Source: an optimization exercise on an open RTL-to-GDS flow (aim: a short achievable clock period and few clock cycles). Production flows keep margins and buffers that such runs may drop.
Only simulation tests tie the RTL to the original design; equivalence was not proved.
Power and IR drop assume default switching activity.

==> flow/design.v <==
`default_nettype none
package limn_pkg;
    typedef logic [31:0] word_t;     
    typedef logic [4:0]  reg_idx_t;  
    typedef logic [5:0]  opcode_t;   
    localparam opcode_t op_tnop      = 6'b00_0000;  
    localparam opcode_t op_addi      = 6'b11_1100;
    localparam opcode_t op_subi      = 6'b11_0100;
    localparam opcode_t op_andi      = 6'b01_1100;
    localparam opcode_t op_xori      = 6'b01_0100;
    localparam opcode_t op_ori       = 6'b00_1100;
    localparam opcode_t op_lui       = 6'b00_0100;
    localparam opcode_t op_beq       = 6'b11_1101;
    localparam opcode_t op_bne       = 6'b11_0101;
    localparam opcode_t op_j         = 6'b00_0110;
    localparam opcode_t op_jal       = 6'b00_0111;
    localparam opcode_t op_load_long = 6'b10_1011;
    localparam opcode_t op_store_reg = 6'b10_1010;  
    localparam opcode_t op_store_imm = 6'b00_1010;  
    localparam reg_idx_t reg_lr = 5'd31;
    typedef enum logic [1:0] {
        st_fetch,
        st_execute,
        st_memory,
        st_halted
    } core_state_e;
endpackage
`default_nettype wire
`timescale 1ns/1ps
`default_nettype none
module register_file (
    input  wire                     clk,
    input  wire                     rst_n,
    input  wire limn_pkg::reg_idx_t rs_idx,
    input  wire limn_pkg::reg_idx_t rt_idx,
    input  wire                     wr_en,
    input  wire limn_pkg::reg_idx_t wr_idx,
    input  wire limn_pkg::word_t    wr_data,
    output limn_pkg::word_t         rs_data,
    output limn_pkg::word_t         rt_data
);
    limn_pkg::word_t regs [32];
    always_ff @(posedge clk) begin
        if (!rst_n) begin
            for (int i = 0; i < 32; i++) begin
                regs[i] <= '0;
            end
        end else if (wr_en && (wr_idx != 5'd0)) begin  
            regs[wr_idx] <= wr_data;
        end
    end
    assign rs_data = regs[rs_idx];
    assign rt_data = regs[rt_idx];
endmodule
`default_nettype wire
`timescale 1ns/1ps
`default_nettype none
module execute_unit #(
    parameter limn_pkg::word_t reset_vector = 32'hFFFE_0000
) (
    input  wire                  clk,
    input  wire                  rst_n,
    input  wire                  inst_valid,
    input  wire limn_pkg::word_t inst,
    input  wire                  mem_done,
    input  wire limn_pkg::word_t load_data,
    input  wire limn_pkg::word_t rs_data,
    input  wire limn_pkg::word_t rt_data,
    output logic                 fetch_start,
    output limn_pkg::word_t      pc,
    output logic                 mem_start,
    output limn_pkg::word_t      mem_addr,
    output logic                 mem_we,
    output limn_pkg::word_t      mem_wdata,
    output limn_pkg::reg_idx_t   rs_idx,
    output limn_pkg::reg_idx_t   rt_idx,
    output logic                 wr_en,
    output limn_pkg::reg_idx_t   wr_idx,
    output limn_pkg::word_t      wr_data,
    output logic                 halted
);
    limn_pkg::core_state_e state;
    logic        boot;          
    limn_pkg::opcode_t     opcode;
    limn_pkg::reg_idx_t    opreg1;
    limn_pkg::reg_idx_t    opreg2;
    limn_pkg::word_t       imm16;
    logic [4:0]  imm5;
    limn_pkg::word_t       br_offset;
    limn_pkg::word_t       jump_target;
    limn_pkg::word_t       pc_plus4;
    limn_pkg::word_t       alu_result;
    limn_pkg::word_t       next_pc;
    logic        is_alu;
    logic        is_mem;
    logic        is_load;
    logic        known;
    assign opcode      = inst[5:0];
    assign opreg1      = inst[10:6];
    assign opreg2      = inst[15:11];
    assign imm16       = {16'h0000, inst[31:16]};   
    assign imm5        = inst[31:27];
    assign br_offset   = {7'd0, inst[31:9], 2'b00};
    assign jump_target = {pc[31], inst[31:3], 2'b00};  
    assign pc_plus4    = pc + 32'd4;
    assign is_load     = opcode == limn_pkg::op_load_long;
    assign rs_idx = opreg1;
    assign rt_idx = opreg2;
    always_comb begin
        alu_result = rt_data;
        next_pc    = pc_plus4;
        is_alu     = 1'b0;
        is_mem     = 1'b0;
        known      = 1'b1;
        case (opcode)
            limn_pkg::op_tnop: begin
                next_pc = pc_plus4;
            end
            limn_pkg::op_addi, limn_pkg::op_subi, limn_pkg::op_andi, limn_pkg::op_xori, limn_pkg::op_ori, limn_pkg::op_lui: begin
                is_alu = 1'b1;
                case (opcode)
                    limn_pkg::op_addi: alu_result = rt_data + imm16;
                    limn_pkg::op_subi: alu_result = rt_data - imm16;
                    limn_pkg::op_andi: alu_result = rt_data & imm16;
                    limn_pkg::op_xori: alu_result = rt_data ^ imm16;
                    limn_pkg::op_ori:  alu_result = rt_data | imm16;
                    default: alu_result = rt_data | (imm16 << 16);  
                endcase
            end
            limn_pkg::op_beq: begin
                if (rs_data == '0) begin
                    next_pc = pc + br_offset;
                end
            end
            limn_pkg::op_bne: begin
                if (rs_data != '0) begin
                    next_pc = pc + br_offset;
                end
            end
            limn_pkg::op_j, limn_pkg::op_jal: begin
                next_pc = jump_target;
            end
            limn_pkg::op_load_long, limn_pkg::op_store_reg, limn_pkg::op_store_imm: begin
                is_mem = 1'b1;
            end
            default: begin
                known = 1'b0;                   
            end
        endcase
    end
    assign mem_start = (state == limn_pkg::st_execute) && is_mem;
    assign mem_we    = !is_load;
    assign mem_addr  = (is_load ? rt_data : rs_data) + imm16;
    assign mem_wdata = (opcode == limn_pkg::op_store_reg) ? rt_data : {27'd0, imm5};
    assign wr_en   = ((state == limn_pkg::st_execute) && (is_alu || opcode == limn_pkg::op_jal)) ||
                     ((state == limn_pkg::st_memory) && mem_done && is_load);
    assign wr_idx  = (opcode == limn_pkg::op_jal) ? limn_pkg::reg_lr : opreg1;
    assign wr_data = (state == limn_pkg::st_memory) ? load_data :
                     (opcode == limn_pkg::op_jal) ? pc_plus4 : alu_result;
    assign halted = state == limn_pkg::st_halted;
    always_ff @(posedge clk) begin
        if (!rst_n) begin
            state       <= limn_pkg::st_fetch;
            pc          <= reset_vector;
            boot        <= 1'b1;
            fetch_start <= 1'b0;
        end else begin
            boot        <= 1'b0;
            fetch_start <= boot;
            case (state)
                limn_pkg::st_fetch: begin
                    if (inst_valid) begin
                        state <= limn_pkg::st_execute;
                    end
                end
                limn_pkg::st_execute: begin
                    if (is_mem) begin
                        state <= limn_pkg::st_memory;
                        pc    <= pc_plus4;
                    end else if (known) begin
                        state       <= limn_pkg::st_fetch;
                        pc          <= next_pc;
                        fetch_start <= 1'b1;
                    end else begin
                        state <= limn_pkg::st_halted;    
                    end
                end
                limn_pkg::st_memory: begin
                    if (mem_done) begin
                        state       <= limn_pkg::st_fetch;
                        fetch_start <= 1'b1;
                    end
                end
                default: begin
                    state <= limn_pkg::st_halted;
                end
            endcase
        end
    end
endmodule
`default_nettype wire
`timescale 1ns/1ps
`default_nettype none
module fetch_unit (
    input  wire                  clk,
    input  wire                  rst_n,
    input  wire                  fetch_start,
    input  wire limn_pkg::word_t pc,
    input  wire                  fetch_done,
    input  wire limn_pkg::word_t rd_data,
    output logic                 fetch_req,
    output limn_pkg::word_t      fetch_addr,
    output logic                 inst_valid,
    output limn_pkg::word_t      inst
);
    always_ff @(posedge clk) begin
        if (!rst_n) begin
            fetch_req  <= 1'b0;
            inst_valid <= 1'b0;
        end else begin
            inst_valid <= fetch_done;        
            if (fetch_start) begin
                fetch_req <= 1'b1;
            end else if (fetch_done) begin
                fetch_req <= 1'b0;
            end
        end
    end
    always_ff @(posedge clk) begin
        if (fetch_start) begin
            fetch_addr <= pc;
        end
        if (fetch_done) begin
            inst <= rd_data;                 
        end
    end
endmodule
`default_nettype wire
`timescale 1ns/1ps
`default_nettype none
module load_store_unit (
    input  wire                  clk,
    input  wire                  rst_n,
    input  wire                  mem_start,
    input  wire limn_pkg::word_t mem_addr,
    input  wire                  mem_we,
    input  wire limn_pkg::word_t mem_wdata,
    input  wire                  ls_done,
    input  wire limn_pkg::word_t rd_data,
    output logic                 ls_req,
    output limn_pkg::word_t      ls_addr,
    output logic                 ls_we,
    output limn_pkg::word_t      ls_wdata,
    output logic                 mem_done,
    output limn_pkg::word_t      load_data
);
    always_ff @(posedge clk) begin
        if (!rst_n) begin
            ls_req   <= 1'b0;
            ls_we    <= 1'b0;
            mem_done <= 1'b0;
        end else begin
            mem_done <= ls_done;
            if (mem_start) begin
                ls_req <= 1'b1;
                ls_we  <= mem_we;
            end else if (ls_done) begin
                ls_req <= 1'b0;
            end
        end
    end
    always_ff @(posedge clk) begin
        if (mem_start) begin
            ls_addr  <= mem_addr;
            ls_wdata <= mem_wdata;
        end
        if (ls_done) begin
            load_data <= rd_data;      
        end
    end
endmodule
`default_nettype wire
`timescale 1ns/1ps
`default_nettype none
module bus_arbiter (
    input  wire                  clk,
    input  wire                  rst_n,
    input  wire                  fetch_req,
    input  wire limn_pkg::word_t fetch_addr,
    input  wire                  ls_req,
    input  wire limn_pkg::word_t ls_addr,
    input  wire                  ls_we,
    input  wire limn_pkg::word_t ls_wdata,
    input  wire limn_pkg::word_t data_in,
    input  wire                  rdy,
    output logic                 fetch_done,
    output logic                 ls_done,
    output limn_pkg::word_t      rd_data,
    output limn_pkg::word_t      addr,
    output limn_pkg::word_t      data_out,
    output logic                 we,
    output logic                 cs
);
    logic grant_fetch;
    logic grant_ls;
    always_ff @(posedge clk) begin
        if (!rst_n) begin
            grant_fetch <= 1'b0;
            grant_ls    <= 1'b0;
        end else if (!grant_fetch && !grant_ls) begin
            grant_ls    <= ls_req;                
            grant_fetch <= fetch_req && !ls_req;
        end else if (rdy) begin
            grant_fetch <= 1'b0;
            grant_ls    <= 1'b0;
        end
    end
    assign cs         = grant_fetch || grant_ls;
    assign we         = grant_ls && ls_we;
    assign addr       = grant_ls ? ls_addr : fetch_addr;
    assign data_out   = ls_wdata;
    assign rd_data    = data_in;      
    assign fetch_done = grant_fetch && rdy;
    assign ls_done    = grant_ls && rdy;
endmodule
`default_nettype wire
`timescale 1ns/1ps
`default_nettype none
module limn_core #(
    parameter limn_pkg::word_t reset_vector = 32'hFFFE_0000
) (
    input  wire                   clk,
    input  wire                   rst_n,
    output limn_pkg::word_t       addr,
    input  wire limn_pkg::word_t  data_in,
    output limn_pkg::word_t       data_out,
    output logic                  we,
    output logic                  cs,
    input  wire                   rdy,
    output logic                  halted
);
    logic     fetch_start;
    limn_pkg::word_t    pc;
    logic     inst_valid;
    limn_pkg::word_t    inst;
    logic     mem_start;
    limn_pkg::word_t    mem_addr;
    logic     mem_we;
    limn_pkg::word_t    mem_wdata;
    logic     mem_done;
    limn_pkg::word_t    load_data;
    limn_pkg::reg_idx_t rs_idx;
    limn_pkg::reg_idx_t rt_idx;
    limn_pkg::word_t    rs_data;
    limn_pkg::word_t    rt_data;
    logic     wr_en;
    limn_pkg::reg_idx_t wr_idx;
    limn_pkg::word_t    wr_data;
    logic     fetch_req;
    limn_pkg::word_t    fetch_addr;
    logic     fetch_done;
    logic     ls_req;
    limn_pkg::word_t    ls_addr;
    logic     ls_we;
    limn_pkg::word_t    ls_wdata;
    logic     ls_done;
    limn_pkg::word_t    rd_data;
    execute_unit #(
        .reset_vector (reset_vector)
    ) u_execute_unit (
        .clk         (clk),
        .rst_n       (rst_n),
        .inst_valid  (inst_valid),
        .inst        (inst),
        .mem_done    (mem_done),
        .load_data   (load_data),
        .rs_data     (rs_data),
        .rt_data     (rt_data),
        .fetch_start (fetch_start),
        .pc          (pc),
        .mem_start   (mem_start),
        .mem_addr    (mem_addr),
        .mem_we      (mem_we),
        .mem_wdata   (mem_wdata),
        .rs_idx      (rs_idx),
        .rt_idx      (rt_idx),
        .wr_en       (wr_en),
        .wr_idx      (wr_idx),
        .wr_data     (wr_data),
        .halted      (halted)
    );
    register_file u_register_file (
        .clk     (clk),
        .rst_n   (rst_n),
        .rs_idx  (rs_idx),
        .rt_idx  (rt_idx),
        .wr_en   (wr_en),
        .wr_idx  (wr_idx),
        .wr_data (wr_data),
        .rs_data (rs_data),
        .rt_data (rt_data)
    );
    fetch_unit u_fetch_unit (
        .clk         (clk),
        .rst_n       (rst_n),
        .fetch_start (fetch_start),
        .pc          (pc),
        .fetch_done  (fetch_done),
        .rd_data     (rd_data),
        .fetch_req   (fetch_req),
        .fetch_addr  (fetch_addr),
        .inst_valid  (inst_valid),
        .inst        (inst)
    );
    load_store_unit u_load_store_unit (
        .clk       (clk),
        .rst_n     (rst_n),
        .mem_start (mem_start),
        .mem_addr  (mem_addr),
        .mem_we    (mem_we),
        .mem_wdata (mem_wdata),
        .ls_done   (ls_done),
        .rd_data   (rd_data),
        .ls_req    (ls_req),
        .ls_addr   (ls_addr),
        .ls_we     (ls_we),
        .ls_wdata  (ls_wdata),
        .mem_done  (mem_done),
        .load_data (load_data)
    );
    bus_arbiter u_bus_arbiter (
        .clk        (clk),
        .rst_n      (rst_n),
        .fetch_req  (fetch_req),
        .fetch_addr (fetch_addr),
        .ls_req     (ls_req),
        .ls_addr    (ls_addr),
        .ls_we      (ls_we),
        .ls_wdata   (ls_wdata),
        .data_in    (data_in),
        .rdy        (rdy),
        .fetch_done (fetch_done),
        .ls_done    (ls_done),
        .rd_data    (rd_data),
        .addr       (addr),
        .data_out   (data_out),
        .we         (we),
        .cs         (cs)
    );
endmodule
`default_nettype wire
==> flow/run.sh <==
#!/bin/bash
# synth_recipe.tcl (not shown) runs the flow's synth.tcl, then flattens the netlist and writes it again
# the make line also repeats each setting of config.mk as NAME=value (left out here)
make -C /OpenROAD-flow-scripts/flow DESIGN_CONFIG=/design/flow/config.mk WORK_HOME=/design/flow/orfs CLKGATE_MAP_FILE= SYNTH_SCRIPT=/design/flow/synth_recipe.tcl finish
==> flow/config.mk <==
export PLATFORM = sky130hd
export DESIGN_NAME = limn_core
export DESIGN_NICKNAME = limn_core
export VERILOG_FILES = /design/flow/design.v
export SDC_FILE = /design/flow/constraint.sdc
export NUM_CORES = 4
export LEC_CHECK = 0
export CAP_MARGIN = 20
export CORE_MARGIN = 2
export CORE_UTILIZATION = 40
export SLEW_MARGIN = 20
==> flow/constraint.sdc <==
create_clock -name core_clock -period 10.0 [get_ports {clk}]
set_input_delay 2.0000 -clock core_clock [delete_from_list [all_inputs] [get_ports {clk}]]
set_output_delay 2.0000 -clock core_clock [all_outputs]
set_load 0.01 [all_outputs]
==> summary.txt <==
Global route
  – Vias in the first global route: 49.4k
  – Global Route Usage Sum: 31.8%
  – First-pass GRT wire length: 391000 um
  – GR Overflow Total: 0
  – Initial antenna violation count: 6
  – Largest net degree at the start of global routing: 144

Floorplan
  – Io pins: 102
  – Initial Util: 40.3%
  – Die height: 420 um
  – Core box area: 0.172 mm2
  – Die X: 420 um
  – Full die area: 0.176 mm2
  – Site row count: 152

Timing
  – Worst slew pin tran: 1.16 ns
  – Layout Skew: 0.0547 ns
  – F_max: 132 MHz
  – Relative slew margins: 22.2%
  – Final Worst Setup Slack: 2.44 ns
  – Fin crit period: 7.56 ns
  – Final setup fails: 0
  – Setup TNS: 0 ns
  – Period utilization: 75.6%
  – Final hold slack: 0.501 ns
  – RSZ-0062 raised after global routing: no
  – Final hold violations: 0
  – Final slew viol count: 0

Synth
  – Most frequent cell after synthesis: edfxtp_1
  – Area leader, netlist: edfxtp_1
  – Post-synth top flop: edfxtp_1
  – Yosys reg bits: 1233
  – Seq/Total Area, Yosys: 52.8%
  – Ranking of synthesized cells by area: edfxtp_1, mux4_2, nor2_1
  – Post-Syn Area: 0.0692 mm2
  – EDFF count, synth: 1182
  – Synth async-reset ratio: 0%
  – Avg Cell Area, Syn: 13.0 um2
  – Yosys cell types: 96
  – Post-synth top cells: edfxtp_1, nor2_1, mux4_2
  – YS warnings: 5
  – Cells after Synth: 5327
  – Synth top area share: 51.3%

Placement
  – Post-DP HPWL: 178000 um
  – Routability Congestion: 0.990
  – I/O Buffers: 101
  – Dpl ws: 2.52 ns
  – Dpl cells: 7462

Critical path
  – CP cell instances: buf_12 -> buf_4 -> mux4_2 -> mux4_2 -> mux2i_1 -> inv_1 -> ha_1 -> nand2_1 -> nor2_1 -> and3_1 -> a2111oi_4 -> o31ai_1 -> a2111oi_0 -> nor3_1 -> nor4_4 -> buf_4 -> nor2_1
  – Critical path fanouts, max: 64
  – Slowest-stage cell, CP: dfxtp_4
  – Crit path launch type: flop
  – Largest stage delay, worst path: 0.86 ns
  – Crit. End Element: flop
  – Worst path arrival time: 8.08 ns
  – Kind of critical path: flop to flop
  – Required @ worst endpoint: 10.53 ns

Clock tree
  – CTS buffer count: 140
  – Resize count post-CTS: 0
  – Clk buf depth: 3
  – CTS tree: yes
  – CTS H-tree lvls: 4
  – CTS Sinks: 1233
  – Clock latency at the later pin of the worst-skew pair: 0.82 ns
  – Post-CTS Hold Buffers: 0
  – CTS root buf: clkbuf_16
  – Post-CTS Setup Inserts: 0
  – Clock slew at reported path FFs: 0.07 ns

Power and ir drop
  – Power Dens Cells: 201 mW/mm2
  – VDD IR-drop max: 0.143 mV
  – Leak Pwr: 0.0266 uW

Drt
  – Vias per inst: 6.73
  – 1st-iter DRT viols: 8808
  – Wire per inst: 36.8 um
  – Drt total wl: 284000 um
  – Pre-Repair DR Iteration Count: 7
  – ANT nets after route: 0
  – Drt drc: 0
  – Vias: 51.9k

Layout
  – Final net count: 5443
  – Register area: 0.0365 mm2
  – Final std cells w/o fill: 7718
  – Share of layout cells above drive strength 1: 20.9%
  – Area of the multi-input gates: 0.0304 mm2
  – Fill cells: 15.4k
  – Area grow syn2layout: 11.5%

Flow run
  – Max Cap Viol: 0

Run status
  – Run status: timing/DRC/antenna clean

Worst hold path
  – Min-Delay Path Class: flop to flop
  – Min-delay src: u_bus_arbiter.grant_fetch
-- worst max-delay path, delay by kind of cell, from the launching register on --
kind | cells | cell delay (ns)
compound gates | 3 | 1.27
simple gates | 6 | 1.03
buf+inv | 4 | 1.84
fa+ha+maj | 1 | 0.39
mux | 3 | 1.78
flops | 1 | 0.86
-- cells by family after synthesis --
family | after synthesis | synth area share (%)
other cells | 1 | 0.00542
fa+ha+maj | 113 | 2.08
buf+inv | 546 | 3.99
flops | 1233 | 52.8
simple gates | 1765 | 11.0
xor+xnor | 113 | 1.43
mux | 820 | 21.6
compound gates | 736 | 7.14
-- final cells by class --
class	count	area share [%]
clock buffer	164	4.78
tap	2310	3.75
antenna	3	0.00973
clock inverter	88	1.31
sequential	1233	47.4
multi-input combinational	3579	39.4
inverter	78	0.379
timing repair buffer	263	2.99
-- cell usage in the layout (no fill, tap or decap), types with 42 or more instances in the layout --
cell type        Yosys  routed
xnor2_1             79      79
nor2_1            1112    1107
a22oi_1            110     109
inv_1               70      68
nand2_2              1      54
clkdlybuf4s50_1      0     100
a21oi_1            187     183
dfxtp_1             51      42
mux4_2             517     517
nor3_1              96      92
mux2i_1            205     203
edfxtp_1          1182    1182
nor4_1              51      51
buf_4               49     156
nand2_1            220     158
o21ai_0            132     130
clkbuf_16            0     144
nand3_1             89      89
ha_1               110     109
mux2_2              79      79
-- layer usage --
layer  wire length, um  part of all wire, %  GRT usage [%]  vias to the layer above
li1                  -                    -              -                    20400
met1             99800                   35           40.6                    26100
met2            125000                   44           48.1                     4433
met3             38600                   14           9.58                      981
met4             20200                  7.1           18.3                        8
met5               263                0.093              0                        -
-- flip-flops by register name, summed over array words and instances, names as in the netlist, 2 cells and up, named ones only --
name / count
u_register_file.regs: 1024
u_execute_unit.pc: 30
u_load_store_unit.ls_wdata: 32
u_fetch_unit.inst: 32
u_execute_unit.state: 2
u_load_store_unit.ls_addr: 32
u_load_store_unit.load_data: 32
u_fetch_unit.fetch_addr: 30
-- worst paths after layout --
kind / cells past startpoint / slack [ns] / to
worst max-delay path: 17 / 2.44 / u_register_file.regs[27][30]
worst min-delay path: 2 / 0.50 / u_bus_arbiter.grant_fetch
worst max register to register: 17 / 2.44 / u_register_file.regs[27][30]
worst min register to register: 2 / 0.50 / u_bus_arbiter.grant_fetch
-- report_power, final --
group	leakage, uW	switching, uW	internal [uW]
clock network	0.00229	2250	3100
logic	0.0120	2730	1300
registers	0.0123	230	5890
-- metrics by stage --
step	utilization (%)	power, uW	cell area, um2
6_report	44.9	15500	77200
5_1_grt	44.9	15900	77200
4_1_cts	44.9	15400	77100
3_5_place_dp	42.2	10100	72400
3_3_place_gp	42.2	10100	72400
2_1_floorplan	-	8740	69300
Testbench counts, summed over its fixed seeds: cycles 741,024.

separate check: timing with driven ports:
The flow's constraints put no driver on any port. The routed layout listed below was extracted and timed again, unchanged, in two steps.
Step 1, drivers: a clkbuf_16 drives clk and a buf_2 each remaining input, both assumed.
Step 2 also shifts input and output timing later by t, the mid clock arrival at the registers, as if the neighbouring blocks saw the same clock.
Slacks: ideal / step 1 / step 2; pairs: ideal / step 1.
t, ns: 0.884
setup slack, ns: 2.444 / 2.444 / 2.444
worst register clock-pin slew, ns: 0.07 / 0.07
cell pins on the clock port's net: 1
After both steps setup and hold are still met in this run. For this run, drivers alone change the setup slack by 0.000 ns; drivers and shift together by 0.000 ns.
